This design comes from an exercise in tuning for a short achievable clock period and few clock cycles per item on the open sky130 flow, not from production work.
At most, simulation tests tie the RTL to the original design; equivalence was not proved.
Only the layout flow was run in runs 1 to 3; the RTL was not checked for function there.
In every run shown here, the design's own scripts or RTL, not TritonCTS, make the clock network.
No driver is modelled on the clock port, so clock power and skew are understated where the tree is cut down; a real chip needs a root buffer or a tree.
No activity file was given, so power comes from the tool's default toggle rates.

## flow/run.sh

```bash
#!/bin/bash
# Standard ORFS layout with two changes:
#  - timing repair aims at a shorter period than the clock's (repair_timing's
#    setup margin, from flow/margin.txt);
#  - the clock tree is a balanced two-level buffer tree built by
#    flow/clock_tree.tcl in place of TritonCTS (hooked in as PRE_CTS_TCL).
# All make/OpenROAD output goes to make.log; ORFS keeps per-step logs under orfs/logs.
set -euo pipefail
HERE=$(pwd)
MARGIN=$(cat flow/margin.txt)
bash standard.sh SETUP_SLACK_MARGIN=$MARGIN PRE_CTS_TCL=$HERE/flow/clock_tree.tcl finish > make.log 2>&1
```

## flow/clock_tree.tcl

```tcl
set ct_leaf_size [expr {[info exists ::env(CT_LEAF_SIZE)] ? $::env(CT_LEAF_SIZE) : 32}]
set ct_roots     [expr {[info exists ::env(CT_ROOTS)] ? $::env(CT_ROOTS) : 4}]
set ct_leaf_cell [expr {[info exists ::env(CT_LEAF_CELL)] ? $::env(CT_LEAF_CELL) : "sky130_fd_sc_hd__clkbuf_16"}]
set ct_root_cell [expr {[info exists ::env(CT_ROOT_CELL)] ? $::env(CT_ROOT_CELL) : "sky130_fd_sc_hd__clkbuf_16"}]

proc ct_split {pts k} {
  # pts: list of {item x y}; returns k groups of nearly equal size.
  if {$k <= 1 || [llength $pts] <= 1} { return [list $pts] }
  set xs [lmap p $pts {lindex $p 1}]
  set ys [lmap p $pts {lindex $p 2}]
  set dx [expr {[tcl::mathfunc::max {*}$xs] - [tcl::mathfunc::min {*}$xs]}]
  set dy [expr {[tcl::mathfunc::max {*}$ys] - [tcl::mathfunc::min {*}$ys]}]
  set idx [expr {$dx >= $dy ? 1 : 2}]
  set sorted [lsort -real -index $idx $pts]
  set k1 [expr {$k / 2}]
  set k2 [expr {$k - $k1}]
  set n [llength $sorted]
  set n1 [expr {int(round(double($n) * $k1 / $k))}]
  set a [lrange $sorted 0 [expr {$n1 - 1}]]
  set b [lrange $sorted $n1 end]
  return [concat [ct_split $a $k1] [ct_split $b $k2]]
}

proc ct_centroid {grp} {
  set sx 0.0; set sy 0.0
  foreach p $grp { set sx [expr {$sx + [lindex $p 1]}]; set sy [expr {$sy + [lindex $p 2]}] }
  set n [llength $grp]
  return [list [expr {int($sx / $n)}] [expr {int($sy / $n)}]]
}

proc ct_place {inst xy} {
  set m [$inst getMaster]
  set x [expr {[lindex $xy 0] - [$m getWidth] / 2}]
  set y [expr {[lindex $xy 1] - [$m getHeight] / 2}]
  $inst setLocation $x $y
  $inst setPlacementStatus PLACED
}

set ct_block [ord::get_db_block]
set ct_db [ord::get_db]
set ct_port [$ct_block findBTerm clk]
set ct_net [$ct_port getNet]
set ct_leafm [$ct_db findMaster $ct_leaf_cell]
set ct_rootm [$ct_db findMaster $ct_root_cell]

set ct_sinks {}
foreach it [$ct_net getITerms] {
  set inst [$it getInst]
  lassign [$inst getLocation] x y
  set m [$inst getMaster]
  lappend ct_sinks [list $it [expr {$x + [$m getWidth] / 2}] [expr {$y + [$m getHeight] / 2}]]
}
set ct_n [llength $ct_sinks]
set ct_nleaf [expr {int(ceil(double($ct_n) / $ct_leaf_size))}]
if {$ct_nleaf < $ct_roots} { set ct_nleaf $ct_roots }
puts "clock_tree: $ct_n sinks, $ct_nleaf leaf buffers, $ct_roots root buffers"

# Leaf level.
set ct_leaves {}
set i 0
foreach grp [ct_split $ct_sinks $ct_nleaf] {
  set inst [odb::dbInst_create $ct_block $ct_leafm "clkleaf_$i"]
  set net [odb::dbNet_create $ct_block "clk_leaf_$i"]
  $net setSigType CLOCK
  [$inst findITerm X] connect $net
  foreach p $grp {
    set it [lindex $p 0]
    $it disconnect
    $it connect $net
  }
  set xy [ct_centroid $grp]
  ct_place $inst $xy
  lappend ct_leaves [list $inst {*}$xy]
  incr i
}

# Root level: the clock port drives the root buffers directly.
set i 0
foreach grp [ct_split $ct_leaves $ct_roots] {
  set inst [odb::dbInst_create $ct_block $ct_rootm "clkroot_$i"]
  set net [odb::dbNet_create $ct_block "clk_root_$i"]
  $net setSigType CLOCK
  [$inst findITerm A] connect $ct_net
  [$inst findITerm X] connect $net
  foreach p $grp {
    [[lindex $p 0] findITerm A] connect $net
  }
  ct_place $inst [ct_centroid $grp]
  incr i
}
$ct_net setSigType CLOCK

# Skip TritonCTS: the tree is built.
proc clock_tree_synthesis {args} { puts "clock_tree: TritonCTS skipped, tree built by clock_tree.tcl" }
set_propagated_clock [all_clocks]
```

## flow/margin.txt

```
7.3
```

## standard.sh

```bash
#!/bin/bash
# synth_recipe.tcl (not shown) runs the flow's synth.tcl, then flattens the netlist and writes it again
# the make line also repeats each setting of config.mk as NAME=value (left out here)
make -C /OpenROAD-flow-scripts/flow DESIGN_CONFIG=/design/flow/config.mk WORK_HOME=/design/flow/orfs CLKGATE_MAP_FILE= SYNTH_SCRIPT=/design/flow/synth_recipe.tcl "${@:-finish}"
```

## config.mk

```make
export PLATFORM = sky130hd
export DESIGN_NAME = framebuffer_center_or_nn_scale_addr_top
export DESIGN_NICKNAME = framebuffer_center_or_nn_scale_addr_top
export VERILOG_FILES = /design/flow/design.v
export SDC_FILE = /design/flow/constraint.sdc
export NUM_CORES = 4
export LEC_CHECK = 0
export ABC_CLOCK_PERIOD_IN_PS = 2700
export CAP_MARGIN = 20
export CORE_MARGIN = 2
export CORE_UTILIZATION = 40
export SLEW_MARGIN = 20
```

## constraint.sdc

```tcl
create_clock -name core_clock -period 10.0 [get_ports {clk}]
set_input_delay 2.0000 -clock core_clock [delete_from_list [all_inputs] [get_ports {clk}]]
set_output_delay 2.0000 -clock core_clock [all_outputs]
set_load 0.01 [all_outputs]
```

## design.v

```verilog
package fbnn_pkg;
    localparam int unsigned FracBits = 16;
    localparam int unsigned DimW   = 10;
    localparam int unsigned IdxW   = 20;
    localparam int unsigned AccW   = 27;
    localparam int unsigned StepW  = 26;
    localparam int unsigned CountW = 30;
    localparam int unsigned FsizeW = 19;
    localparam int unsigned OffW   = 9;
    localparam int unsigned ModeW  = 3;
    localparam int unsigned PayW   = 1 + IdxW + IdxW + 1 + CountW + 1;
endpackage
import fbnn_pkg::*;
module fbnn_cfg #(
    parameter int unsigned MAX_CANVAS_DIM = 1024
) (
    input  logic                clk,
    input  logic                rst_n,
    input  logic                psel,
    input  logic                penable,
    input  logic                pwrite,
    input  logic [4:0]          paddr,
    input  logic [31:0]         pwdata,
    output logic [31:0]         prdata,
    output logic                cfg_ok,      
    output logic                close_evt,   
    output logic                clr_evt,     
    output logic                rej,
    output logic                fits,
    output logic [FsizeW-1:0]   fsize,
    output logic [DimW-1:0]     wlim1,
    output logic [DimW-1:0]     hlim1,
    output logic [DimW-1:0]     djump,
    output logic [IdxW-1:0]     drel0,
    output logic [IdxW-1:0]     srow0,
    output logic [AccW-1:0]     cstep_e,
    output logic [AccW-1:0]     cacc0,
    output logic [AccW-1:0]     rstep_e,
    output logic [AccW-1:0]     racc0,
    output logic [DimW-1:0]     wdim,
    output logic [DimW+1:0]     w3,
    output logic [DimW+2:0]     w5
);
    localparam int unsigned DimMax = MAX_CANVAS_DIM - 1;
    logic             enabled_reg;
    logic [ModeW-1:0] mode_reg;
    logic             pal_reg;
    logic [DimW-1:0]  width_reg;
    logic [DimW-1:0]  height_reg;
    logic [2:0]       idx;
    logic             wr;
    logic [DimW-1:0]  val;
    logic [ModeW-1:0] eff_old, effo_reg;
    logic             c1_reg, c2_reg;
    assign idx = paddr[4:2];
    assign wr  = psel && penable && pwrite;
    assign val = pwdata[DimW-1:0];
    assign eff_old = (mode_reg != '0) ? mode_reg : (pal_reg ? 3'd2 : 3'd0);
    assign clr_evt = c1_reg || (c2_reg && eff_old != effo_reg);
    always_ff @(posedge clk)
    begin
        effo_reg <= eff_old;
    end
    always_ff @(posedge clk or negedge rst_n)
    begin
        if (!rst_n)
        begin
            enabled_reg <= 1'b0;
            mode_reg    <= '0;
            pal_reg     <= 1'b0;
            width_reg   <= 10'd320;
            height_reg  <= 10'd240;
            close_evt   <= 1'b1;
            c1_reg      <= 1'b0;
            c2_reg      <= 1'b0;
        end
        else
        begin
            if (wr && idx == 3'd0) enabled_reg <= val[0];
            if (wr && idx == 3'd1) mode_reg    <= val[ModeW-1:0];
            if (wr && idx == 3'd2) pal_reg     <= val[0];
            if (wr && idx == 3'd3) width_reg   <= val;
            if (wr && idx == 3'd4) height_reg  <= val;
            close_evt <= wr && (idx <= 3'd4);
            c1_reg    <= wr && idx == 3'd0 && val[0] && !enabled_reg;
            c2_reg    <= wr && (idx == 3'd1 || idx == 3'd2) && enabled_reg;
        end
    end
    logic [DimW-1:0] rd_reg;
    always_ff @(posedge clk)
    begin
        case (idx)
            3'd0:    rd_reg <= {9'b0, enabled_reg};
            3'd1:    rd_reg <= {7'b0, mode_reg};
            3'd2:    rd_reg <= {9'b0, pal_reg};
            3'd3:    rd_reg <= width_reg;
            3'd4:    rd_reg <= height_reg;
            default: rd_reg <= '0;
        endcase
    end
    assign prdata = {22'b0, rd_reg};
    logic [DimW-1:0]   w_sat, h_sat, rw_c, rl_c;
    logic [FsizeW-1:0] fsize_c;
    assign w_sat = (32'(width_reg) > DimMax) ? DimW'(DimMax) : width_reg;
    assign h_sat = (32'(height_reg) > DimMax) ? DimW'(DimMax) : height_reg;
    always_comb
    begin
        case (eff_old)
            3'd0:    begin rw_c = 10'd320; rl_c = 10'd240; fsize_c = 19'd76800;  end
            3'd1:    begin rw_c = 10'd640; rl_c = 10'd480; fsize_c = 19'd307200; end
            3'd2:    begin rw_c = 10'd352; rl_c = 10'd288; fsize_c = 19'd101376; end
            3'd3:    begin rw_c = 10'd720; rl_c = 10'd480; fsize_c = 19'd345600; end
            3'd4:    begin rw_c = 10'd720; rl_c = 10'd576; fsize_c = 19'd414720; end
            3'd5:    begin rw_c = 10'd720; rl_c = 10'd480; fsize_c = 19'd345600; end
            3'd6:    begin rw_c = 10'd720; rl_c = 10'd576; fsize_c = 19'd414720; end
            default: begin rw_c = 10'd640; rl_c = 10'd480; fsize_c = 19'd307200; end
        endcase
    end
    logic [DimW-1:0] s1_w, s1_h, s1_rw, s1_rl;
    logic [OffW-1:0] s1_xo, s1_yo;
    logic            s1_fits;
    logic [DimW-1:0] dxc, dyc;
    assign dxc = rw_c - w_sat;
    assign dyc = rl_c - h_sat;
    always_ff @(posedge clk)
    begin
        s1_w    <= w_sat;
        s1_h    <= h_sat;
        s1_rw   <= rw_c;
        s1_rl   <= rl_c;
        s1_xo   <= dxc[DimW-1:1];
        s1_yo   <= dyc[DimW-1:1];
        s1_fits <= (w_sat <= rw_c) && (h_sat <= rl_c);
        rej     <= !enabled_reg || (w_sat < 10'd2) || (h_sat < 10'd2);
        fsize   <= fsize_c;
    end
    logic [18:0]     s2_pa;
    logic [15:0]     s2_pb;
    logic [OffW-1:0] s2_xo;
    always_ff @(posedge clk)
    begin
        fits   <= s1_fits;
        wdim   <= s1_w;
        w3     <= {2'b0, s1_w} + {1'b0, s1_w, 1'b0};
        w5     <= {3'b0, s1_w} + {1'b0, s1_w, 2'b0};
        wlim1  <= (s1_fits ? s1_w : s1_rw) - 1'b1;
        hlim1  <= (s1_fits ? s1_h : s1_rl) - 1'b1;
        djump  <= s1_fits ? (s1_rw - s1_w + 1'b1) : 10'd1;
        s2_pa  <= s1_rw[9] ? ({1'b0, s1_yo, 9'b0} + {3'b0, s1_yo, 7'b0})
                           : ({2'b0, s1_yo, 8'b0} + {4'b0, s1_yo, 6'b0});
        s2_pb  <= (s1_rw == 10'd720) ? ({1'b0, s1_yo, 6'b0} + {3'b0, s1_yo, 4'b0}) :
                  (s1_rw == 10'd352) ? {2'b0, s1_yo, 5'b0} : 16'b0;
        s2_xo  <= s1_xo;
    end
    logic [IdxW-1:0] s3_pab;
    logic [OffW-1:0] s3_xo;
    always_ff @(posedge clk)
    begin
        s3_pab <= IdxW'({1'b0, s2_pa} + {4'b0, s2_pb});
        s3_xo  <= s2_xo;
        drel0  <= fits ? (s3_pab + {11'b0, s3_xo}) : '0;
    end
    logic             div_go;
    logic [StepW-1:0] cq, rq;
    assign div_go = close_evt;
    fbnn_div u_div_c (
        .clk   (clk),
        .start (div_go),
        .num   (w_sat),
        .den   (rw_c),
        .quo   (cq)
    );
    fbnn_div u_div_r (
        .clk   (clk),
        .start (div_go),
        .num   (h_sat),
        .den   (rl_c),
        .quo   (rq)
    );
    always_ff @(posedge clk)
    begin
        cstep_e <= fits ? 27'h10000 : {1'b0, cq};
        cacc0   <= fits ? '0 : {2'b0, cq[StepW-1:1]};
        rstep_e <= {1'b0, rq};
        racc0   <= {2'b0, rq[StepW-1:1]};
        case (rq[18:17])
            2'd0:    srow0 <= '0;
            2'd1:    srow0 <= fits ? '0 : {10'b0, wdim};
            2'd2:    srow0 <= fits ? '0 : {9'b0, wdim, 1'b0};
            default: srow0 <= fits ? '0 : {8'b0, w3};
        endcase
    end
    localparam logic [2:0] CntFit = 3'd2;
    localparam logic [4:0] CntDiv = 5'd10;
    logic [2:0] fit_cnt;
    logic [4:0] div_cnt;
    always_ff @(posedge clk or negedge rst_n)
    begin
        if (!rst_n)
        begin
            fit_cnt <= CntFit;
            div_cnt <= CntDiv;
        end
        else if (close_evt)
        begin
            fit_cnt <= CntFit;
            div_cnt <= CntDiv;
        end
        else
        begin
            if (fit_cnt != '0) fit_cnt <= fit_cnt - 1'b1;
            if (div_cnt != '0) div_cnt <= div_cnt - 1'b1;
        end
    end
    assign cfg_ok = (fit_cnt == '0) && (fits || div_cnt == '0);
endmodule
import fbnn_pkg::*;
module fbnn_front #(
    parameter int unsigned Credits = 5
) (
    input  logic clk,
    input  logic rst_n,
    input  logic req_valid,
    output logic req_ready,
    input  logic buffer_select,
    input  logic block,       
    input  logic cfg_ok,      
    input  logic rsp_pop,     
    output logic a_valid,
    output logic a_bsel
);
    logic       ready_reg;
    logic [2:0] cnt_reg;
    logic       acc;
    assign req_ready = ready_reg;
    assign acc       = req_valid && ready_reg;
    logic [2:0] cnt_p1, cnt_m1;
    assign cnt_p1 = cnt_reg + 1'b1;
    assign cnt_m1 = cnt_reg - 1'b1;
    logic cnt_le0, cnt_lem1;
    assign cnt_le0  = (cnt_reg <= 3'(Credits - 1));
    assign cnt_lem1 = (cnt_reg <= 3'(Credits - 2));
    always_ff @(posedge clk)
    begin
        a_bsel <= buffer_select;
    end
    always_ff @(posedge clk or negedge rst_n)
    begin
        if (!rst_n)
        begin
            ready_reg <= 1'b0;
            cnt_reg   <= '0;
            a_valid   <= 1'b0;
        end
        else
        begin
            a_valid <= acc;
            cnt_reg <= rsp_pop ? (acc ? cnt_reg : cnt_m1) : (acc ? cnt_p1 : cnt_reg);
            ready_reg <= (rsp_pop ? (!acc || cnt_le0) : (acc ? cnt_lem1 : cnt_le0))
                         && cfg_ok && !block;
        end
    end
endmodule
import fbnn_pkg::*;
module fbnn_div (
    input  logic              clk,
    input  logic              start,
    input  logic [DimW-1:0]   num,
    input  logic [DimW-1:0]   den,
    output logic [StepW-1:0]  quo
);
    logic [3:0]        cnt_reg;
    logic [DimW-1:0]   rem_reg;
    logic [19:0]       sh_reg;      
    logic [DimW+1:0]   d1_reg, d2_reg, d3_reg;
    logic [DimW+1:0]   t;
    logic [DimW+2:0]   s1, s2, s3;
    logic [1:0]        qd;
    logic [DimW-1:0]   rn;
    assign t  = {rem_reg, sh_reg[19:18]};
    assign s1 = {1'b0, t} - {1'b0, d1_reg};
    assign s2 = {1'b0, t} - {1'b0, d2_reg};
    assign s3 = {1'b0, t} - {1'b0, d3_reg};
    always_comb
    begin
        if (!s3[DimW+2])
        begin
            qd = 2'd3;
            rn = s3[DimW-1:0];
        end
        else if (!s2[DimW+2])
        begin
            qd = 2'd2;
            rn = s2[DimW-1:0];
        end
        else if (!s1[DimW+2])
        begin
            qd = 2'd1;
            rn = s1[DimW-1:0];
        end
        else
        begin
            qd = 2'd0;
            rn = t[DimW-1:0];
        end
    end
    always_ff @(posedge clk)
    begin
        if (start)
        begin
            cnt_reg <= 4'd10;
            rem_reg <= {4'b0, num[9:4]};
            sh_reg  <= {num[3:0], 16'b0};
            d1_reg  <= {2'b0, den};
            d2_reg  <= {1'b0, den, 1'b0};
            d3_reg  <= {2'b0, den} + {1'b0, den, 1'b0};
        end
        else if (cnt_reg != 4'd0)
        begin
            cnt_reg <= cnt_reg - 1'b1;
            rem_reg <= rn;
            sh_reg  <= {sh_reg[17:0], qd};
        end
    end
    assign quo = {6'b0, sh_reg};
endmodule
import fbnn_pkg::*;
module fbnn_back #(
    parameter int unsigned QDepth = 5
) (
    input  logic                clk,
    input  logic                rst_n,
    input  logic                a_valid,
    input  logic                a_bsel,
    input  logic                close_evt,
    input  logic                clr_evt,
    input  logic                rej,
    input  logic                fits,
    input  logic [FsizeW-1:0]   fsize,
    input  logic [DimW-1:0]     wlim1,
    input  logic [DimW-1:0]     hlim1,
    input  logic [DimW-1:0]     djump,
    input  logic [IdxW-1:0]     drel0,
    input  logic [IdxW-1:0]     srow0,
    input  logic [AccW-1:0]     cstep_e,
    input  logic [AccW-1:0]     cacc0,
    input  logic [AccW-1:0]     rstep_e,
    input  logic [AccW-1:0]     racc0,
    input  logic [DimW-1:0]     wdim,
    input  logic [DimW+1:0]     w3,
    input  logic [DimW+2:0]     w5,
    output logic                rsp_valid,
    input  logic                rsp_ready,
    output logic                rsp_pop,
    output logic                status,
    output logic [19:0]         source_index,
    output logic [19:0]         dest_index,
    output logic                frame_last,
    output logic [31:0]         control_word
);
    logic               inf_reg;
    logic               lat_reg;
    logic [DimW-1:0]    rem_reg;      
    logic               eol_reg;      
    logic [DimW-1:0]    rrem_reg;     
    logic               lrow_reg;     
    logic [AccW-1:0]    cacc_reg;
    logic [AccW-1:0]    racc_reg;
    logic [IdxW-1:0]    srow_reg;     
    logic [IdxW-1:0]    drel_reg;     
    logic [CountW-1:0]  fc_reg;
    logic [FracBits:0]      p1_lo_reg;
    logic [AccW-FracBits-1:0] p1_hia_reg, p1_hib_reg;
    logic [AccW-1:0]        racc_nx_reg;
    logic [2:0]             p2_cur_reg;
    logic [2:0]             dlt_reg;
    logic [IdxW-1:0]        sinc_reg;
    logic               pix, last, lat_eff, start, adv;
    logic [CountW-1:0]  fc_inc;
    assign pix     = a_valid && !rej;
    assign last    = eol_reg && lrow_reg;
    assign lat_eff = inf_reg ? lat_reg : a_bsel;
    assign start   = (a_valid && (rej || last)) || (!inf_reg && !a_valid) || close_evt;
    assign adv     = pix && !last;
    assign fc_inc  = fc_reg + 1'b1;
    always_ff @(posedge clk)
    begin
        p1_lo_reg   <= {1'b0, racc_reg[FracBits-1:0]} + {1'b0, rstep_e[FracBits-1:0]};
        p1_hia_reg  <= racc_reg[AccW-1:FracBits];
        p1_hib_reg  <= rstep_e[AccW-1:FracBits];
        racc_nx_reg <= {p1_hia_reg + p1_hib_reg + {10'b0, p1_lo_reg[FracBits]},
                        p1_lo_reg[FracBits-1:0]};
        p2_cur_reg  <= p1_hia_reg[2:0];
        dlt_reg     <= racc_nx_reg[FracBits+2:FracBits] - p2_cur_reg;
        case (dlt_reg)
            3'd0:    sinc_reg <= '0;
            3'd1:    sinc_reg <= {10'b0, wdim};
            3'd2:    sinc_reg <= {9'b0, wdim, 1'b0};
            3'd3:    sinc_reg <= {8'b0, w3};
            3'd4:    sinc_reg <= {8'b0, wdim, 2'b0};
            default: sinc_reg <= {7'b0, w5};
        endcase
        if (fits)
        begin
            sinc_reg <= {10'b0, wdim};
        end
    end
    always_ff @(posedge clk)
    begin
        if (start)
        begin
            rem_reg  <= wlim1;
            eol_reg  <= 1'b0;
            rrem_reg <= hlim1;
            lrow_reg <= 1'b0;
            cacc_reg <= cacc0;
            racc_reg <= racc0;
            srow_reg <= srow0;
            drel_reg <= drel0;
        end
        else if (adv)
        begin
            if (eol_reg)
            begin
                rem_reg  <= wlim1;
                eol_reg  <= 1'b0;
                rrem_reg <= rrem_reg - 1'b1;
                lrow_reg <= (rrem_reg == 10'd1);
                cacc_reg <= cacc0;
                racc_reg <= racc_nx_reg;
                srow_reg <= srow_reg + sinc_reg;
                drel_reg <= drel_reg + {10'b0, djump};
            end
            else
            begin
                rem_reg  <= rem_reg - 1'b1;
                eol_reg  <= (rem_reg == 10'd1);
                cacc_reg <= cacc_reg + cstep_e;
                drel_reg <= drel_reg + 1'b1;
            end
        end
        if (pix)
        begin
            lat_reg <= lat_eff;
        end
    end
    always_ff @(posedge clk or negedge rst_n)
    begin
        if (!rst_n)
        begin
            inf_reg <= 1'b0;
            fc_reg  <= '0;
        end
        else
        begin
            if (close_evt || (a_valid && (rej || last)))
            begin
                inf_reg <= 1'b0;
            end
            else if (pix)
            begin
                inf_reg <= 1'b1;
            end
            if (clr_evt)
            begin
                fc_reg <= '0;
            end
            else if (pix && last)
            begin
                fc_reg <= fc_inc;
            end
        end
    end
    logic               r_valid;
    logic               r_rej;
    logic [IdxW-1:0]    r_srow;
    logic [DimW:0]      r_col;
    logic [IdxW-1:0]    r_drel;
    logic               r_hi;         
    logic               r_last;
    logic [CountW:0]    r_ctrl;       
    always_ff @(posedge clk)
    begin
        r_rej  <= rej;
        r_srow <= srow_reg;
        r_col  <= cacc_reg[AccW-1:FracBits];
        r_drel <= drel_reg;
        r_hi   <= lat_eff;
        r_last <= last;
        r_ctrl <= last ? {fc_inc, lat_eff} : '0;
    end
    always_ff @(posedge clk or negedge rst_n)
    begin
        if (!rst_n)
        begin
            r_valid <= 1'b0;
        end
        else
        begin
            r_valid <= a_valid;
        end
    end
    logic [PayW-1:0] res;
    logic [IdxW-1:0] src_c, dst_c;
    assign src_c = r_srow + {9'b0, r_col};
    assign dst_c = r_drel + (r_hi ? {1'b0, fsize} : 20'b0);
    always_comb
    begin
        if (r_rej)
        begin
            res = {1'b1, {(PayW-1){1'b0}}};
        end
        else
        begin
            res = {1'b0, src_c, dst_c, r_last, r_ctrl};
        end
    end
    logic [PayW-1:0] q_mem [0:QDepth-1];
    logic [2:0]      wp_reg, rp_reg;
    logic [2:0]      qc_reg;
    logic            ov_reg;
    logic [PayW-1:0] o_reg;
    logic            pop;
    logic [2:0]      wp_p1, rp_p1, rp_nx;
    logic [2:0]      qc_p1, qc_m1;
    logic            qc_ge1, qc_ge2;
    assign wp_p1   = (wp_reg == 3'(QDepth - 1)) ? 3'd0 : wp_reg + 1'b1;
    assign rp_p1   = (rp_reg == 3'(QDepth - 1)) ? 3'd0 : rp_reg + 1'b1;
    assign qc_p1   = qc_reg + 1'b1;
    assign qc_m1   = qc_reg - 1'b1;
    assign qc_ge1  = (qc_reg != 3'd0);
    assign qc_ge2  = (qc_reg >= 3'd2);
    assign pop     = ov_reg && rsp_ready;
    assign rsp_pop = pop;
    assign rp_nx   = pop ? rp_p1 : rp_reg;
    always_ff @(posedge clk)
    begin
        if (r_valid)
        begin
            q_mem[wp_reg] <= res;
        end
        o_reg <= q_mem[rp_nx];
    end
    always_ff @(posedge clk or negedge rst_n)
    begin
        if (!rst_n)
        begin
            wp_reg <= '0;
            rp_reg <= '0;
            qc_reg <= '0;
            ov_reg <= 1'b0;
        end
        else
        begin
            if (r_valid)
            begin
                wp_reg <= wp_p1;
            end
            rp_reg <= rp_nx;
            qc_reg <= pop ? (r_valid ? qc_reg : qc_m1) : (r_valid ? qc_p1 : qc_reg);
            ov_reg <= pop ? qc_ge2 : qc_ge1;
        end
    end
    assign rsp_valid    = ov_reg;
    assign status       = o_reg[PayW-1];
    assign source_index = o_reg[PayW-2 -: IdxW];
    assign dest_index   = o_reg[PayW-2-IdxW -: IdxW];
    assign frame_last   = o_reg[CountW+1];
    assign control_word = {o_reg[CountW:1], 1'b0, o_reg[0]};
endmodule
import fbnn_pkg::*;
module framebuffer_center_or_nn_scale_addr_top #(
    parameter int unsigned MAX_CANVAS_DIM = 1024
) (
    input  logic        clk,
    input  logic        rst_n,
    input  logic        psel,
    input  logic        penable,
    input  logic        pwrite,
    input  logic [4:0]  paddr,
    input  logic [31:0] pwdata,
    output logic [31:0] prdata,
    output logic        pready,
    input  logic        req_valid,
    output logic        req_ready,
    input  logic        buffer_select,
    output logic        rsp_valid,
    input  logic        rsp_ready,
    output logic        status,
    output logic [19:0] source_index,
    output logic [19:0] dest_index,
    output logic        frame_last,
    output logic [31:0] control_word
);
    logic               cfg_ok, close_evt, clr_evt, rej, fits;
    logic [FsizeW-1:0]  fsize;
    logic [DimW-1:0]    wlim1, hlim1, djump, wdim;
    logic [DimW+1:0]    w3;
    logic [DimW+2:0]    w5;
    logic [IdxW-1:0]    drel0, srow0;
    logic [AccW-1:0]    cstep_e, cacc0, rstep_e, racc0;
    logic               a_valid, a_bsel, rsp_pop;
    assign pready = 1'b1;
    fbnn_cfg #(
        .MAX_CANVAS_DIM(MAX_CANVAS_DIM)
    ) u_cfg (
        .clk       (clk),
        .rst_n     (rst_n),
        .psel      (psel),
        .penable   (penable),
        .pwrite    (pwrite),
        .paddr     (paddr),
        .pwdata    (pwdata),
        .prdata    (prdata),
        .cfg_ok    (cfg_ok),
        .close_evt (close_evt),
        .clr_evt   (clr_evt),
        .rej       (rej),
        .fits      (fits),
        .fsize     (fsize),
        .wlim1     (wlim1),
        .hlim1     (hlim1),
        .djump     (djump),
        .drel0     (drel0),
        .srow0     (srow0),
        .cstep_e   (cstep_e),
        .cacc0     (cacc0),
        .rstep_e   (rstep_e),
        .racc0     (racc0),
        .wdim      (wdim),
        .w3        (w3),
        .w5        (w5)
    );
    fbnn_front u_front (
        .clk           (clk),
        .rst_n         (rst_n),
        .req_valid     (req_valid),
        .req_ready     (req_ready),
        .buffer_select (buffer_select),
        .block         ((psel && pwrite) || close_evt),
        .cfg_ok        (cfg_ok),
        .rsp_pop       (rsp_pop),
        .a_valid       (a_valid),
        .a_bsel        (a_bsel)
    );
    fbnn_back u_back (
        .clk          (clk),
        .rst_n        (rst_n),
        .a_valid      (a_valid),
        .a_bsel       (a_bsel),
        .close_evt    (close_evt),
        .clr_evt      (clr_evt),
        .rej          (rej),
        .fits         (fits),
        .fsize        (fsize),
        .wlim1        (wlim1),
        .hlim1        (hlim1),
        .djump        (djump),
        .drel0        (drel0),
        .srow0        (srow0),
        .cstep_e      (cstep_e),
        .cacc0        (cacc0),
        .rstep_e      (rstep_e),
        .racc0        (racc0),
        .wdim         (wdim),
        .w3           (w3),
        .w5           (w5),
        .rsp_valid    (rsp_valid),
        .rsp_ready    (rsp_ready),
        .rsp_pop      (rsp_pop),
        .status       (status),
        .source_index (source_index),
        .dest_index   (dest_index),
        .frame_last   (frame_last),
        .control_word (control_word)
    );
endmodule
```

==> results.txt, run 1 <==
* Number of buffers and inverters on the critical path at 5
* Iteration-0 DRC count of the detailed router at around 1700
* GR met3 Demand/Resource at 1.47%
* Number of synthesized register bits at 1137
* Ant. Diodes at 0
* Family of cells with the greatest summed delay on the critical path: multiplexers
* HPWL reported at the end of detailed placement at approximately 64000 µm
* Data arrival at the endpoint of the critical path at 3.70 ns
* Period utilisation layout at 33.8%
* Routed wire length at 100000 µm
* WP data required at ~10 ns
* Normalized max-slew margin at 36.1%
* Power per standard cell area at 286 nW/µm²
* Core outline area at 118000 µm²
* Synthesized cell area at between 40000 and 50000 µm²
* Synth warn at 4
* Clock latency of the later-clocked register in the worst-skew pair at 0.45 ns
* Largest register FFs at 365
* Routability Congestion at 0.820
* Worst supply voltage drop on vdd at between 100 and 150 µV
* Met1 Use GR at 22.2%
* Fin. Hold Viols at 0
* Routed length per placed instance at 18.1 µm
* Wire length of the first global-routing pass at 157000 µm
* Worst path max stage delay at ~0.50 ns
* Top Usage Layer GRT: met2
* Critical path endpoint category: flip-flop
* Count of distinct cell types in the synthesized netlist at 95
* ANT nets after route at 0
* Global-route track usage on met2 at 27.4%
* Kind of launch point of the worst setup path: input pin
* Final net count at 4277
* Post-route clock skew at 0.0382 ns
* Share of layout cells above drive strength 1 at ~16%
* Clk slew on worst S/H paths at 0.11 ns
* Die area at 121000 µm²
* Largest driver fanout on the critical path at 5
* Initial cell density of the core at 40.3%
* Most used cell along the critical path: buf_12
* Transition time at the pin with the least slew margin at 0.957 ns
* Top-level I/O count at 154
* Width of the chip at around 350 µm
* Core Util, Final at 44.8%
* Share of async-settable or async-resettable flops after synthesis at 7.30%
* Number of antenna violations at the first check in global routing at 3
* Pin count of the biggest net entering global routing at 70
* Total congestion overflow after global routing at 0
* Vias in the first global route at roughly 28000
* Overall Global Routing Usage at 16.0%
* Synthesis-to-finish area growth at 11.2%
* Worst Setup Path Type: input pin to flip-flop
* Max stage delay cell, worst path: mux4_2
* Hold Crit Class: flip-flop to flip-flop
* Most used DFF post-synth: dfxtp_1
* Cell count after synthesis at just under 4000
* Max capacitance violation total at 0
* Number of port buffers at 105
* Mean number of vias per cell at 5.12
* Number of iterations in the first detailed-routing pass at 5
* Fmax at between 0.2 and 0.3 GHz
* Avg Cell Area, Syn at approximately 12 µm²
* Number of design rule violations left after detail routing at 0
* Number of max-slew violations in the final report at 0
* Cell-by-cell listing of the critical path: buf_12 > nand2_8 > a21oi_4 > a22oi_2 > buf_6 > buf_12 > buf_12 > buf_16 > mux4_2 > mux2_4
* Setup violation total in the final timing report at 0
* Post-synthesis sequential area ratio at 59.7%
* Number of vias in the routed layout at about 28000
* Chip height at 349 µm
* Lkg Pwr at 20.5 nW
* Unrepaired setup endpoints after global routing: yes
* Result of the run: timing/DRC/antenna clean
* Total number of placement rows at 126
* Number of enable flip-flop cells after synthesis at between 500 and 600
* Final-layout setup total negative slack at 0 ns
* Post-layout minimum cycle time at 3.38 ns
-- per-stage QoR --
| stage | instance area, µm² | setup WS, ns | power [mW] | instances | hold slack [ns] |
|---|---|---|---|---|---|
| global route | 52800 | 6.58 | 16.2 | 5542 | 0.335 |
| global placement | 50200 | 4.92 | 12.5 | 5431 | 0.310 |
| floorplan | 47900 | 6.40 | 11.0 | 3929 | 0.310 |
| finish | 52800 | 6.62 | 15.1 | 5542 | 0.334 |
| detailed placement | 50200 | 4.89 | 12.6 | 5431 | 0.312 |
| CTS | 52200 | 6.63 | 15.0 | 5521 | 0.335 |
-- final cells by class --
class	instances	area [µm²]
repair buffers	208	2300
well taps	1536	1920
flip-flops and latches	1137	28500
inverters	166	627
plain buffers	40	1000
fillers	10700	65100
multi-input cells	2455	18500
-- repair_timing --
item,4_1_cts,5_1_grt
pin swaps,22,40
resized for setup,593,104
buffers inserted,36,19
hold buffers,0,0
setup endpoints to repair,383,469
cloned,14,2
-- synthesized netlist by cell type (28+ instances only) --
cell        n  share of area (%)
a21o_1     45               0.71
xnor2_1   147                2.7
clkbuf_1  109               0.86
nand3_1    47               0.50
o21ai_0   226                2.4
or3_1      31               0.41
nor2b_1   109                1.4
dfrtp_1    73                3.8
mux2_2    113                2.7
xor2_1     94                1.7
nand2_1   379                3.0
nand2b_1   28               0.37
dfxtp_1   538                 23
a21oi_1   175                1.8
inv_1     166                1.3
edfxtp_1  516                 33
o21a_1     31               0.49
nor3_1     63               0.66
buf_4      32               0.51
mux4_2     73                3.5
and2_1     54               0.71
nor2_1    230                1.8
ha_1      202                5.3
-- cells by family (layout without fill, tap and decap cells) --
family,after synthesis,count (layout),share of synthesized area [%]
buffers and inverters,341,414,3.00
other,2,24,0.0158
multiplexers,211,212,6.67
adder cells (fa/ha/maj),224,224,6.25
AND/OR/NAND/NOR,1063,1064,10.8
XOR/XNOR,241,241,4.45
AO/OA/AOI/OAI,688,690,9.12
flip-flops,1137,1137,59.7
-- metal layers --
layer	vias to the layer above	part of all wire (%)	wire length, µm
met5	-	0	0
met4	0	2.3	2270
met3	101	4.0	4040
met2	455	47	47400
met1	13800	46	46400
li1	14000	-	-
-- cells in the final DEF (no fill, tap or decap), types with 24 or more instances in the layout --
cell       Yosys  layout
or3_1         31      31
buf_6          0      74
xnor2_1      147     147
clkbuf_16      0      42
a21oi_1      175     161
nand3_1       47      45
nor2_1       230     219
xor2_1        94      93
mux2_2       113      92
o21ai_1        4      32
and2_1        54      51
inv_1        166     164
dfxtp_1      538     468
dfxtp_2        0      64
conb_1         2      24
a31oi_1       27      26
mux2i_1       25      25
a21o_1        45      45
dfrtp_1       73      72
nor2b_1      109     106
nand2_1      379     371
edfxtp_1     516     516
mux4_2        73      73
nor3_1        63      60
buf_2         20      25
o21ai_0      226     195
buf_4         32      65
o21a_1        31      30
ha_1         202     195
nand2b_1      28      26
-- worst register-to-register path, stage by stage, from the launching register on --
cell and delay (ns):
edfxtp_1 0.35, ha_2 0.18, inv_2 0.04, fa_2 0.39, nor2b_4 0.17, o31ai_4 0.08, a31o_4 0.27, o211a_4 0.27
a211oi_4 0.38, o211ai_1 0.16, mux2i_1 0.14
-- worst paths after layout --
check                                        endpoint  cells after the start           startpoint  slack, ns
worst max-delay path                 u_back.o_reg[69]                     10            rsp_ready       6.62
worst min-delay path            u_back.racc_nx_reg[5]                      0  u_back.p1_lo_reg[5]       0.33
worst max register to register    u_back.cacc_reg[22]                     10   u_back.cacc_reg[0]       7.31
worst min register to register  u_back.racc_nx_reg[5]                      0  u_back.p1_lo_reg[5]       0.33
max in group asynchronous               u_back.ov_reg                      2                rst_n       7.54
min in group asynchronous          u_cfg.width_reg[3]                      1                rst_n       1.45
-- report_power, final --
part           leakage, nW  switching [mW]  total (mW)  internal [mW]
Clock                0.493            1.29        2.02          0.730
Combinational         9.44            3.07        6.11           3.04
Sequential            10.5           0.780        6.96           6.18
Total                 20.5            5.14        15.1           9.95
==> inputs of run 2 (changes only) <==
--- a/design.v
+++ b/design.v
@@ -522,9 +522,9 @@
     logic [PayW-1:0] o_reg;
     logic            pop;
-    logic [2:0]      wp_p1, rp_p1, rp_nx;
+    logic [2:0]      wp_p1, rp1_reg;
+    logic [PayW-1:0] head0, head1, headp;
     logic [2:0]      qc_p1, qc_m1;
     logic            qc_ge1, qc_ge2;
     assign wp_p1   = (wp_reg == 3'(QDepth - 1)) ? 3'd0 : wp_reg + 1'b1;
-    assign rp_p1   = (rp_reg == 3'(QDepth - 1)) ? 3'd0 : rp_reg + 1'b1;
     assign qc_p1   = qc_reg + 1'b1;
     assign qc_m1   = qc_reg - 1'b1;
@@ -533,5 +533,7 @@
     assign pop     = ov_reg && rsp_ready;
     assign rsp_pop = pop;
-    assign rp_nx   = pop ? rp_p1 : rp_reg;
+    assign head0   = q_mem[rp_reg];
+    assign head1   = q_mem[rp1_reg];
+    assign headp   = ov_reg ? head1 : head0;
     always_ff @(posedge clk)
     begin
@@ -540,5 +542,5 @@
             q_mem[wp_reg] <= res;
         end
-        o_reg <= q_mem[rp_nx];
+        o_reg <= rsp_ready ? headp : head0;
     end
     always_ff @(posedge clk or negedge rst_n)
@@ -548,4 +550,5 @@
             wp_reg <= '0;
             rp_reg <= '0;
+            rp1_reg <= 3'd1;
             qc_reg <= '0;
             ov_reg <= 1'b0;
@@ -557,5 +560,9 @@
                 wp_reg <= wp_p1;
             end
-            rp_reg <= rp_nx;
+            if (pop)
+            begin
+                rp_reg  <= rp1_reg;
+                rp1_reg <= (rp1_reg == 3'(QDepth - 1)) ? 3'd0 : rp1_reg + 1'b1;
+            end
             qc_reg <= pop ? (r_valid ? qc_reg : qc_m1) : (r_valid ? qc_p1 : qc_reg);
             ov_reg <= pop ? qc_ge2 : qc_ge1;
--- a/flow/clock_tree.tcl
+++ b/flow/clock_tree.tcl
@@ -1,3 +1,3 @@
-set ct_leaf_size [expr {[info exists ::env(CT_LEAF_SIZE)] ? $::env(CT_LEAF_SIZE) : 32}]
+set ct_leaf_size [expr {[info exists ::env(CT_LEAF_SIZE)] ? $::env(CT_LEAF_SIZE) : 24}]
 set ct_roots     [expr {[info exists ::env(CT_ROOTS)] ? $::env(CT_ROOTS) : 4}]
 set ct_leaf_cell [expr {[info exists ::env(CT_LEAF_CELL)] ? $::env(CT_LEAF_CELL) : "sky130_fd_sc_hd__clkbuf_16"}]
==> run 2 against run 1 <==
Net effect: design area grew 5.6%; critical endpoint is now req_ready; largest cell class unchanged; critical path type is now flip-flop to output port; highest routed layer unchanged; combinational power up 4.9%; clock power rose by 13%; total power up 4.7%; largest power group unchanged; clock skew down 0.016 ns; register-to-register slack improved by 0.05 ns.
==> results.txt, run 2 <==
* Result of the run: timing/DRC/antenna clean
* Largest driver fanout on the critical path at 2
* Start point of the worst min-delay path: u_cfg.s2_xo[0]
* Setup violation total in the final timing report at 0
* Final net count at 4522
* Lkg Pwr at approximately 21 nW
* Worst supply voltage drop on vdd at 193 µV
* Width of the chip at 356 µm
* Post-Place Setup Slack at 4.73 ns
* Worst hold stages at 0
* Mean number of vias per cell at 5.22
* Overall Global Routing Usage at 17.1%
* Hold_buf cts at 0
* Count leader, synth: dfxtp_1
* Post-synthesis share of cell area spent on and, or, nand and nor gates at 11.2%
* Synthesized cell area at roughly 50000 µm²
* Fin. Hold Viols at 0
* Area fraction of the dominant cell type after synthesis at 31.3%
* Multiplexer share of the synthesized area at 8.18%
* Max stage delay cell, worst path: dfrtp_2
* Number of vias in the routed layout at 30700
* ANT nets after route at 0
* Transition time at the pin with the least slew margin at roughly 1.1 ns
* Main combinational cell family by area after synthesis: simple AND/OR/NAND/NOR gates
* Routability Congestion at 0.801
* Share of async-settable or async-resettable flops after synthesis at 7.55%
* Worst Setup Path Type: flip-flop to output port
* Most frequent cells in the layout: edfxtp_1 (516), dfxtp_1 (460), nand2_1 (370), nor2_1 (352), o21ai_0 (212)
* Critical path endpoint category: output port
* Adder-cell share of the synthesized area at under 10%
* Kind of launch point of the worst setup path: flip-flop
* Number of iterations in the first detailed-routing pass at 7
* Chip height at roughly 360 µm
* Unrepaired setup endpoints after global routing: yes
* Depth of the most critical reg-to-reg path at 6
* Power per standard cell area at 283 nW/µm²
* Number of design rule violations left after detail routing at 0
* Core outline area at 123000 µm²
* Fmax at 0.325 GHz
* Most common cell after layout, fill and taps aside: edfxtp_1
* Cells taking the most area after synthesis: edfxtp_1 (31%), dfxtp_1 (22%), mux4_2 (6.6%)
* Capturing point of the worst reg2reg path: u_back.srow_reg[6]
* Startpoint of the lowest-slack register-to-register path: u_front.a_valid
* Post-route clock skew at 0.0221 ns
* Wire length of the first global-routing pass at 173000 µm
* Number of buffers and inverters on the critical path at 1
* Avg Cell Area, Syn at between 10 and 15 µm²
* Synth warn at 4
* Number of filler cells placed in the layout at 11200
* Cell count after synthesis at 4155
* Initial cell density of the core at 40.1%
* Vias in the first global route at 30300
* Cell-by-cell listing of the critical path: buf_6
* Data arrival at the endpoint of the critical path at 1.08 ns
* Family of cells with the greatest summed delay on the critical path: flip-flops
* Number of port buffers at 105
* Total congestion overflow after global routing at 0
* Clock latency of the later-clocked register in the worst-skew pair at 0.46 ns
* Period utilisation layout at just over 30%
* Cell taking the most area after synthesis: edfxtp_1
* Normalized max-slew margin at 25.9%
* Worst setup slack for register-to-register paths at between 7 and 8 ns
* Post-synthesis sequential area ratio at 57.4%
* Routed wire length at 112000 µm
* Largest register FFs at ~370
* Hold Crit Class: flip-flop to flip-flop
* Synthesis-to-finish area growth at 12.7%
* Min setup slack post-route at roughly 6.9 ns
* Count of distinct cell types in the synthesized netlist at 96
* Number of enable flip-flop cells after synthesis at slightly above 500
* Routed length per placed instance at 19.0 µm
* Final-layout setup total negative slack at 0 ns
* Total number of placement rows at 129
* Share of layout cells above drive strength 1 at 17.8%
* Xor and xnor fraction of the mapped netlist area at 4.39%
* WP data required at 8.00 ns
* Max capacitance violation total at 0
* Clk slew on worst S/H paths at around 0.10 ns
* Post-layout minimum cycle time at 3.08 ns
* Number of synthesized register bits at 1139
* Pin count of the biggest net entering global routing at 78
* Hold EP: u_cfg.s3_xo[0]
* Top-level I/O count at 154
* Most numerous cell types in the synthesized netlist: dfxtp_1 (537), edfxtp_1 (516), nand2_1 (378), nor2_1 (368), o21ai_0 (237)
* Number of max-slew violations in the final report at 0
* Worst path max stage delay at 0.48 ns
* Number of antenna violations at the first check in global routing at 2
* Die area at 127000 µm²
* Iteration-0 DRC count of the detailed router at 2019
* Post-synthesis compound-gate area fraction at about a tenth
* HPWL reported at the end of detailed placement at 70300 µm
* Most used DFF post-synth: dfxtp_1
* Ant. Diodes at 0
[run 2: cell types whose count changed after synthesis, moves of 7 or more]
| cell | change |
|---|---|
| nand2b_1 | +7 |
| mux4_2 | +73 |
| mux2_2 | -73 |
| buf_4 | -8 |
| a31oi_1 | -12 |
| nor2_1 | +138 |
| o21ai_0 | +11 |
| and4_1 | -7 |
| nand4_1 | -7 |
| xor2_1 | -12 |
| o22ai_1 | +72 |
| clkbuf_1 | +30 |
| xnor2_1 | +19 |
[run 2: stage by stage]
stage / utilization (%) / instance area (µm²) / hold WS (ns) / power, mW / std cells
after floorplan: - / 50500 / 0.310 / 11.4 / 4178
after global placement: 42.7 / 52700 / 0.310 / 12.9 / 5753
after detailed placement: 42.7 / 52700 / 0.312 / 13.0 / 5753
after CTS: 44.6 / 55000 / 0.328 / 15.7 / 5860
after global routing: 45.2 / 55800 / 0.335 / 16.9 / 5886
final: 45.2 / 55800 / 0.327 / 15.8 / 5886
[run 2: final cells by class]
type / instances / area [µm²] / area share, %
repair buffers: 213 / 2300 / 4.13
plain buffers: 52 / 1300 / 2.33
inverters: 170 / 651 / 1.17
flip-flops and latches: 1139 / 28600 / 51.2
multi-input cells: 2675 / 20900 / 37.5
well taps: 1637 / 2050 / 3.67
[run 2: worst max path at each step]
stage	from	endpoint	slack, ns	depth (start not counted)
finish	u_front.ready_reg	req_ready	6.92	1
global route	u_front.ready_reg	req_ready	6.89	1
CTS	u_front.ready_reg	req_ready	6.90	1
detailed placement	rsp_ready	u_back.o_reg[59]	4.73	7
global placement	rsp_ready	u_back.o_reg[43]	4.72	7
floorplan	paddr[2]	u_cfg.height_reg[2]	6.92	3
[run 2: repair_timing]
action / 4_1_cts / 5_1_grt
setup endpoints to repair: 477 / 335
pin swaps: 20 / 36
cloned: 13 / 7
setup buffers: 42 / 19
resized for setup: 588 / 107
[run 2: report_power, final]
group	leakage (nW)	total (mW)	switching, mW	internal (mW)
clock	0.641	2.28	1.35	0.929
combinational	9.90	6.41	3.33	3.07
sequential	10.4	7.11	0.921	6.19
total	20.9	15.8	5.61	10.2
[run 2: per-layer routing]
| metal | share of wire, % | vias to the layer above | global-route usage (%) |
|---|---|---|---|
| met2 | 48 | 626 | 29.1 |
| met4 | 2.3 | 0 | 3.39 |
| met1 | 46 | 15100 | 24.1 |
| li1 | - | 14900 | - |
| met3 | 4.3 | 123 | 1.35 |
| met5 | 0 | - | 0 |
[run 2: kinds of logic after synthesis]
family,Yosys count
multiplexers,217
XOR/XNOR,248
AND/OR/NAND/NOR,1185
AO/OA/AOI/OAI,764
flip-flops,1139
adder cells (fa/ha/maj),226
other,2
buffers and inverters,374
==> inputs of run 3 (changes only) <==
--- a/config.mk
+++ b/config.mk
@@ -9,4 +9,4 @@
 export CAP_MARGIN = 20
 export CORE_MARGIN = 2
-export CORE_UTILIZATION = 40
+export CORE_UTILIZATION = 65
 export SLEW_MARGIN = 20
==> run 3 against run 2 <==
Net effect: still clean on timing, DRC and antenna; flip-flop and latch count stayed put; wire length shrank 1.6%; cell count down 11%; critical endpoint is now rsp_valid.
==> results.txt, run 3 <==
* Worst setup slack for register-to-register paths at 7.34 ns
* Period utilisation layout at 29.8%
* Cell taking the most area after synthesis: edfxtp_1
* Width of the chip at 280 µm
* Post-Place Setup Slack at between 4 and 5 ns
* Total number of placement rows at 101
* Count of distinct cell types in the synthesized netlist at 96
* Number of cells in the finished layout apart from fillers at 5244
* Post-synthesis sequential area ratio at 57.4%
* Wire length of the first global-routing pass at 170000 µm
* Reg power frac at between 40 and 50%
* Number of iterations in the first detailed-routing pass at 7
* Critical path endpoint category: output port
* Clk slew on worst S/H paths at 0.09 ns
* Routed wire length at 110000 µm
* Share of power burned in combinational logic at 41.4%
* Total congestion overflow after global routing at 0
* Fin. Hold Viols at 0
* Core outline area at 75700 µm²
* Max capacitance violation total at 0
* Core Util, Final at around 73%
* Data arrival at the endpoint of the critical path at 0.98 ns
* Routed length per placed instance at 21.0 µm
* Cell-by-cell listing of the critical path: buf_6
* Min setup slack post-route at 7.02 ns
* Lkg Pwr at 21.1 nW
* Synthesized cell area at 49500 µm²
* Iteration-0 DRC count of the detailed router at 2190
* Number of buffers and inverters on the critical path at 1
* Number of design rule violations left after detail routing at 0
* Number of synthesized register bits at 1139
* Transition time at the pin with the least slew margin at 1.08 ns
* Worst Setup Path Type: flip-flop to output port
* Number of vias in the routed layout at around 31000
* Final net count at between 4000 and 5000
* Normalized max-slew margin at a little over a quarter
* Post-layout minimum cycle time at 2.98 ns
* WP data required at 8.00 ns
* Flip-flop and latch area at around 29000 µm²
* Unrepaired setup endpoints after global routing: yes
* Fmax at 0.335 GHz
* Number of port buffers at 105
* Design internal power at 10.3 mW
* Initial cell density of the core at 65.4%
* Number of enable flip-flop cells after synthesis at 516
* Cells taking the most area after synthesis: edfxtp_1 (31%), dfxtp_1 (22%), mux4_2 (6.6%)
* Area fraction of the dominant cell type after synthesis at 31.3%
* Share of async-settable or async-resettable flops after synthesis at between 7 and 8%
* Post-route clock skew at 0.0169 ns
* Most numerous cell types in the synthesized netlist: dfxtp_1 (537), edfxtp_1 (516), nand2_1 (378), nor2_1 (368), o21ai_0 (237)
* Multi-input combinational cell area at 21200 µm²
* Largest register FFs at 365
* Result of the run: timing/DRC/antenna clean
* Switching pwr at approximately 5.7 mW
* Switching share of power at 35.5%
* Most frequent cells in the layout: edfxtp_1 (516), dfxtp_1 (464), nand2_1 (371), nor2_1 (284), o21ai_0 (212)
* Mean number of vias per cell at 6.00
* Worst supply voltage drop on vdd at approximately 210 µV
* Vias in the first global route at 30300
* Number of antenna violations at the first check in global routing at 1
* Share of layout cells above drive strength 1 at 19.6%
* Top-level I/O count at 154
* ANT nets after route at 0
* Clock latency of the later-clocked register in the worst-skew pair at 0.44 ns
* Ant. Diodes at 0
* Max stage delay cell, worst path: dfrtp_2
* Routability Congestion at 0.854
* Chip height at 280 µm
* HPWL reported at the end of detailed placement at 67700 µm
* Most used DFF post-synth: dfxtp_1
* Pin count of the biggest net entering global routing at 70
* Synthesis-to-finish area growth at 12.4%
* Synth warn at 4
* Avg Cell Area, Syn at 11.9 µm²
* Hold Crit Class: flip-flop to flip-flop
* Clock share of power at 14.0%
* Die area at 78400 µm²
* Kind of launch point of the worst setup path: flip-flop
* Number of filler cells placed in the layout at about 5000
* Cell count after synthesis at between 4000 and 5000
* Worst path max stage delay at 0.44 ns
* Largest driver fanout on the critical path at 2
* Count leader, synth: dfxtp_1
* Overall Global Routing Usage at 27.6%
* Number of max-slew violations in the final report at 0
* Final-layout setup total negative slack at 0 ns
* Family of cells with the greatest summed delay on the critical path: flip-flops
* Hold_buf cts at 0
* Setup violation total in the final timing report at 0
* Power per standard cell area at 288 nW/µm²
* Count of placed standard cells including taps at 5097
* Most common cell after layout, fill and taps aside: edfxtp_1
-- run 3: cell counts after synthesis --
No cell type changed its count.
-- run 3: final timing paths --
check                                   from                to  depth (start not counted)
setup reg to reg           u_cfg.mode_reg[0]    u_cfg.s1_xo[8]                         12
min in group asynchronous              rst_n  u_cfg.fit_cnt[0]                          1
setup / recovery               u_back.ov_reg         rsp_valid                          1
max in group asynchronous              rst_n  u_back.rp_reg[1]                          2
hold / removal                u_cfg.s1_xo[6]    u_cfg.s2_xo[6]                          0
hold reg to reg               u_cfg.s1_xo[6]    u_cfg.s2_xo[6]                          0
-- run 3: worst register-to-register path, cell delays in order, from the launching register on --
cell	delay, ns
dfrtp_2	0.42
buf_4	0.15
nor2_4	0.09
inv_2	0.07
or3_4	0.41
buf_4	0.19
ha_1	0.22
inv_2	0.10
ha_1	0.26
or2_2	0.31
o31ai_1	0.07
a21oi_1	0.08
xor2_1	0.16
-- run 3: final cells by class --
type	instances	share of cell area, %
Sequential cell	1139	51.3
Buffer	52	2.34
Inverter	170	1.17
Tap cell	978	2.20
Timing Repair Buffer	235	4.85
Multi-Input combinational cell	2670	38.1
-- run 3: repair_timing --
item,CTS,global route
resized for setup,647,165
endpoints found under the setup margin,442,360
pin swaps,50,81
buffers inserted,38,35
gates cloned,19,3
-- run 3: through the flow --
step	cell area (µm²)	hold WS, ns	power, mW
2_1_floorplan	50500	0.310	11.4
5_1_grt	55600	0.338	17.0
3_5_place_dp	51900	0.312	13.0
6_report	55600	0.332	16.0
3_3_place_gp	51900	0.310	12.9
4_1_cts	54600	0.333	15.7
-- run 3: kinds of logic (layout without fill, tap and decap cells) --
kind of cell	Yosys count	in the layout	share of synthesized area (%)
other	2	25	0.0152
XOR/XNOR	248	248	4.39
adder cells (fa/ha/maj)	226	226	6.05
AND/OR/NAND/NOR	1185	1189	11.2
flip-flops	1139	1139	57.4
buffers and inverters	374	457	3.09
AO/OA/AOI/OAI	764	765	9.63
multiplexers	217	217	8.18
-- run 3: routing by layer --
metal | up-vias | share of wire (%) | global-route usage [%]
met1 | 15500 | 44 | 38.5
met2 | 839 | 49 | 48.4
met3 | 140 | 4.6 | 1.80
met4 | 0 | 2.4 | 5.32
met5 | - | 0 | 0
li1 | 15000 | - | -
-- run 3: power by group through the flow --
stage	clock network, mW	registers (mW)	logic (mW)
floorplan	0	6.76	4.65
global placement	0	7.17	5.70
detailed placement	0	7.19	5.82
CTS	2.28	7.13	6.33
global route	2.44	7.26	7.30
finish	2.25	7.14	6.63
==> inputs of run 4 (changes only) <==
--- a/design.v
+++ b/design.v
@@ -230,15 +230,11 @@
     output logic a_bsel
 );
-    logic       ready_reg;
-    logic [2:0] cnt_reg;
+    logic       ready_reg, ready_out;
+    logic [Credits-1:0] th_reg, th_nx;
     logic       acc;
-    assign req_ready = ready_reg;
+    assign req_ready = ready_out;
     assign acc       = req_valid && ready_reg;
-    logic [2:0] cnt_p1, cnt_m1;
-    assign cnt_p1 = cnt_reg + 1'b1;
-    assign cnt_m1 = cnt_reg - 1'b1;
-    logic cnt_le0, cnt_lem1;
-    assign cnt_le0  = (cnt_reg <= 3'(Credits - 1));
-    assign cnt_lem1 = (cnt_reg <= 3'(Credits - 2));
+    assign th_nx     = rsp_pop ? (acc ? th_reg : {1'b0, th_reg[Credits-1:1]})
+                               : (acc ? {th_reg[Credits-2:0], 1'b1} : th_reg);
     always_ff @(posedge clk)
     begin
@@ -250,5 +246,6 @@
         begin
             ready_reg <= 1'b0;
-            cnt_reg   <= '0;
+            ready_out <= 1'b0;
+            th_reg    <= '0;
             a_valid   <= 1'b0;
         end
@@ -256,7 +253,10 @@
         begin
             a_valid <= acc;
-            cnt_reg <= rsp_pop ? (acc ? cnt_reg : cnt_m1) : (acc ? cnt_p1 : cnt_reg);
-            ready_reg <= (rsp_pop ? (!acc || cnt_le0) : (acc ? cnt_lem1 : cnt_le0))
+            th_reg  <= th_nx;
+            ready_reg <= (rsp_pop ? (!acc || !th_reg[Credits-1])
+                                  : (acc ? !th_reg[Credits-2]
+                                         : !(th_reg[Credits-1] && th_reg[Credits-2])))
                          && cfg_ok && !block;
+            ready_out <= !th_nx[Credits-1] && cfg_ok && !block;
         end
     end
@@ -518,17 +518,11 @@
     logic [PayW-1:0] q_mem [0:QDepth-1];
     logic [2:0]      wp_reg, rp_reg;
-    logic [2:0]      qc_reg;
-    logic            ov_reg;
+    logic [QDepth-1:0] qth_reg;    
+    logic            ov_reg, ov_out;
     logic [PayW-1:0] o_reg;
     logic            pop;
     logic [2:0]      wp_p1, rp1_reg;
     logic [PayW-1:0] head0, head1, headp;
-    logic [2:0]      qc_p1, qc_m1;
-    logic            qc_ge1, qc_ge2;
     assign wp_p1   = (wp_reg == 3'(QDepth - 1)) ? 3'd0 : wp_reg + 1'b1;
-    assign qc_p1   = qc_reg + 1'b1;
-    assign qc_m1   = qc_reg - 1'b1;
-    assign qc_ge1  = (qc_reg != 3'd0);
-    assign qc_ge2  = (qc_reg >= 3'd2);
     assign pop     = ov_reg && rsp_ready;
     assign rsp_pop = pop;
@@ -551,6 +545,7 @@
             rp_reg <= '0;
             rp1_reg <= 3'd1;
-            qc_reg <= '0;
+            qth_reg <= '0;
             ov_reg <= 1'b0;
+            ov_out <= 1'b0;
         end
         else
@@ -565,9 +560,11 @@
                 rp1_reg <= (rp1_reg == 3'(QDepth - 1)) ? 3'd0 : rp1_reg + 1'b1;
             end
-            qc_reg <= pop ? (r_valid ? qc_reg : qc_m1) : (r_valid ? qc_p1 : qc_reg);
-            ov_reg <= pop ? qc_ge2 : qc_ge1;
+            qth_reg <= pop ? (r_valid ? qth_reg : {1'b0, qth_reg[QDepth-1:1]})
+                           : (r_valid ? {qth_reg[QDepth-2:0], 1'b1} : qth_reg);
+            ov_reg <= pop ? qth_reg[1] : qth_reg[0];
+            ov_out <= qth_reg[1] || (qth_reg[0] && !pop);
         end
     end
-    assign rsp_valid    = ov_reg;
+    assign rsp_valid    = ov_out;
     assign status       = o_reg[PayW-1];
     assign source_index = o_reg[PayW-2 -: IdxW];
--- a/flow/clock_tree.tcl
+++ b/flow/clock_tree.tcl
@@ -2,5 +2,5 @@
 set ct_roots     [expr {[info exists ::env(CT_ROOTS)] ? $::env(CT_ROOTS) : 4}]
 set ct_leaf_cell [expr {[info exists ::env(CT_LEAF_CELL)] ? $::env(CT_LEAF_CELL) : "sky130_fd_sc_hd__clkbuf_16"}]
-set ct_root_cell [expr {[info exists ::env(CT_ROOT_CELL)] ? $::env(CT_ROOT_CELL) : "sky130_fd_sc_hd__clkbuf_16"}]
+set ct_root_cell [expr {[info exists ::env(CT_ROOT_CELL)] ? $::env(CT_ROOT_CELL) : "sky130_fd_sc_hd__buf_16"}]
 
 proc ct_split {pts k} {
--- a/config.mk
+++ b/config.mk
@@ -9,4 +9,4 @@
 export CAP_MARGIN = 20
 export CORE_MARGIN = 2
-export CORE_UTILIZATION = 65
+export CORE_UTILIZATION = 80
 export SLEW_MARGIN = 20
==> run 4 against run 3 <==
Net effect: design area fell by 0.78%; combinational power rose by 9.7%; cell count shrank 3.4%; clock power up 4%; wire length grew 33%; hold slack hardly changed; register-to-register slack got worse by 0.32 ns.
==> results.txt, run 4 <==
* Result of the run: timing/DRC/antenna clean
* Routability Congestion at ~0.88
* Number of enable flip-flop cells after synthesis at 516
* Final-layout setup total negative slack at 0 ns
* Avg Cell Area, Syn at 11.8 µm²
* Post-layout minimum cycle time at 3.20 ns
* Final net count at 4540
* Worst Setup Path Type: flip-flop to output port
* Hold_buf cts at 0
* Kind of launch point of the worst setup path: flip-flop
* Flip-flop and latch area at 28700 µm²
* Post-synthesis sequential area ratio at 57.8%
* Number of filler cells placed in the layout at 2369
* Post-Place Setup Slack at 5.20 ns
* Max capacitance violation total at 0
* Most common cell after layout, fill and taps aside: edfxtp_1
* Cell count after synthesis at 4177
* Lkg Pwr at 21.4 nW
* Number of antenna violations at the first check in global routing at 8
* Pin count of the biggest net entering global routing at 83
* Top-level I/O count at 154
* Routed length per placed instance at 29.1 µm
* Area fraction of the dominant cell type after synthesis at 31.3%
* Post-route clock skew at 0.0281 ns
* Normalized max-slew margin at 24.9%
* Number of design rule violations left after detail routing at 0
* Width of the chip at 253 µm
* Most numerous cell types in the synthesized netlist: dfxtp_1 (538), edfxtp_1 (516), nor2_1 (391), nand2_1 (371), o21ai_0 (241)
* Cell-by-cell listing of the critical path: buf_6
* Worst path max stage delay at 0.61 ns
* Initial cell density of the core at 80.5%
* Number of vias in the routed layout at around 37000
* Number of port buffers at between 100 and 150
* Share of layout cells above drive strength 1 at between 10% and 20%
* Routed wire length at approximately 150000 µm
* ANT nets after route at 0
* Hold Crit Class: flip-flop to flip-flop
* Family of cells with the greatest summed delay on the critical path: flip-flops
* Clk slew on worst S/H paths at 0.11 ns
* Largest register FFs at 365
* Layout Cell Area excl Fill at 55200 µm²
* Mean number of vias per cell at 7.21
* Multi-input combinational cell area at 21000 µm²
* Core Util, Final at 89.8%
* Clock latency of the later-clocked register in the worst-skew pair at 0.43 ns
* Share of async-settable or async-resettable flops after synthesis at 8.03%
* Max stage delay cell, worst path: dfrtp_1
* Largest driver fanout on the critical path at 1
* Core outline area at 61500 µm²
* Unrepaired setup endpoints after global routing: yes
* Synthesized cell area at 49500 µm²
* Setup violation total in the final timing report at 0
* Count of distinct cell types in the synthesized netlist at 82
* Cells taking the most area after synthesis: edfxtp_1 (31%), dfxtp_1 (22%), mux4_2 (6.6%)
* Transition time at the pin with the least slew margin at 1.12 ns
* Most frequent cells in the layout: edfxtp_1 (516), dfxtp_1 (454), nand2_1 (359), nor2_1 (324), o21ai_0 (215)
* Number of buffers and inverters on the critical path at 1
* Number of iterations in the first detailed-routing pass at 12
* Iteration-0 DRC count of the detailed router at 6496
* Critical path endpoint category: output port
* Worst supply voltage drop on vdd at 317 µV
* Die area at 63900 µm²
* Number of synthesized register bits at 1146
* Total number of placement rows at 91
* Synthesis-to-finish area growth at 11.5%
* Overall Global Routing Usage at 38.7%
* Data arrival at the endpoint of the critical path at 1.20 ns
* Total congestion overflow after global routing at 0
* Post-placement cell area at 51400 µm²
* Fin. Hold Viols at 0
* Period utilisation layout at 32.0%
* Cell taking the most area after synthesis: edfxtp_1
* Wire length of the first global-routing pass at 191000 µm
* Number of max-slew violations in the final report at 0
* Chip height at 253 µm
* Synth warn at 4
* Most used DFF post-synth: dfxtp_1
* Power per standard cell area at 306 nW/µm²
* Vias in the first global route at 33900
* Fmax at 0.312 GHz
* Min setup slack post-route at 6.80 ns
* Count leader, synth: dfxtp_1
* WP data required at about 8 ns
* HPWL reported at the end of detailed placement at 71700 µm
run 4: report_power, final:
part / switching (mW) / internal [mW] / total, mW / leakage [nW]
Combinational: 4.08 / 3.18 / 7.27 / 10.1
Clock: 1.39 / 0.949 / 2.34 / 0.642
Sequential: 1.06 / 6.24 / 7.30 / 10.7
run 4: worst paths after layout:
check	startpoint	to	slack, ns	cells after the start
min in group asynchronous	rst_n	u_cfg.enabled_reg	1.51	1
worst max-delay path	u_front.ready_out	req_ready	6.80	1
worst min-delay path	u_back.p1_lo_reg[7]	u_back.racc_nx_reg[7]	0.33	0
worst min register to register	u_back.p1_lo_reg[7]	u_back.racc_nx_reg[7]	0.33	0
worst max register to register	u_back.fc_reg[0]	u_back.fc_reg[26]	7.02	8
max in group asynchronous	rst_n	u_back.rp_reg[1]	7.48	2
run 4: logic make-up (layout without fill, tap and decap cells):
group,count (synthesis),count (layout),share of synthesized area (%)
xor+xnor,235,235,4.16
simple gates,1222,1227,11.5
buf+inv,371,437,3.01
flops,1146,1146,57.8
other cells,2,28,0.0152
compound gates,770,771,9.58
fa+ha+maj,221,221,5.89
mux,210,210,8.05
run 4: worst reg2reg max path: cells and delay by family, from the launching register on:
kind	cells	cell delay [ns]
AOI/OAI and AO/OA	1	0.25
buffers and inverters	1	0.19
adders and majority gates	1	0.31
and+or+nand+nor	5	1.58
DFF	1	0.52
run 4: cell type report:
| cell class | instances | share of cell area [%] |
|---|---|---|
| buffer | 52 | 2.38 |
| multi-input combinational | 2689 | 38.0 |
| sequential | 1146 | 52.0 |
| tap | 790 | 1.79 |
| inverter | 166 | 1.14 |
| antenna | 3 | 0.0136 |
| timing repair buffer | 219 | 4.64 |
run 4: stage by stage:
stage	total power, mW	std cells	hold WS (ns)
6_report	16.9	5065	0.332
5_1_grt	17.6	5062	0.338
4_1_cts	15.6	5009	0.333
3_5_place_dp	13.1	4923	0.312
3_3_place_gp	12.8	4923	0.310
2_1_floorplan	11.4	4200	0.310
run 4: metal layers:
layer | GRT usage [%] | share of wire (%) | up-vias
li1 | - | - | 15100
met1 | 50.7 | 33 | 17300
met2 | 63.9 | 45 | 3225
met3 | 6.35 | 14 | 901
met4 | 18.0 | 8.3 | 6
met5 | 0 | 0.063 | -
run 4: repair_timing:
action / CTS / global route
gates resized for setup: 608 / 254
gates cloned: 9 / 16
pin swaps: 16 / 47
setup buffers: 25 / 37
setup endpoints to repair: 611 / 467
Testbench counts of run 4, summed over its fixed seeds: cycles 694,532, items 693,268.

[port drivers added, routing unchanged]
The flow's constraints put no driver on any port. The routed layouts listed below were extracted and timed again, unchanged, in two steps.
Step 1, drivers: a clkbuf_16 drives clk and a buf_2 each remaining input, both assumed.
Step 2 moves the port delays by t, midway between the first and last clock arrival at a register: inputs arrive t later, outputs are due t later. That takes back most of the time a late clock gives input paths.
Three values: ideal, step 1, step 2; two values: the first two.
| run | t, ns | setup slack, ns | worst hold slack (ns) |
|---|---|---|---|
| run 1 | 0.578 | 6.619 / 6.717 / 6.139 | 0.334 / 0.334 / 0.334 |
| run 2 | 0.591 | 6.924 / 6.780 / 6.652 | 0.327 / 0.327 / 0.327 |
| run 3 | 0.568 | 7.015 / 6.878 / 6.710 | 0.332 / 0.332 / 0.332 |
| run 4 | 0.583 | 6.798 / 6.632 / 6.604 | 0.332 / 0.332 / 0.332 |
After both steps every run listed still meets setup and hold. The setup slack of run 1, which loses most, moves by +0.098 ns with the drivers and by -0.480 ns with both steps.
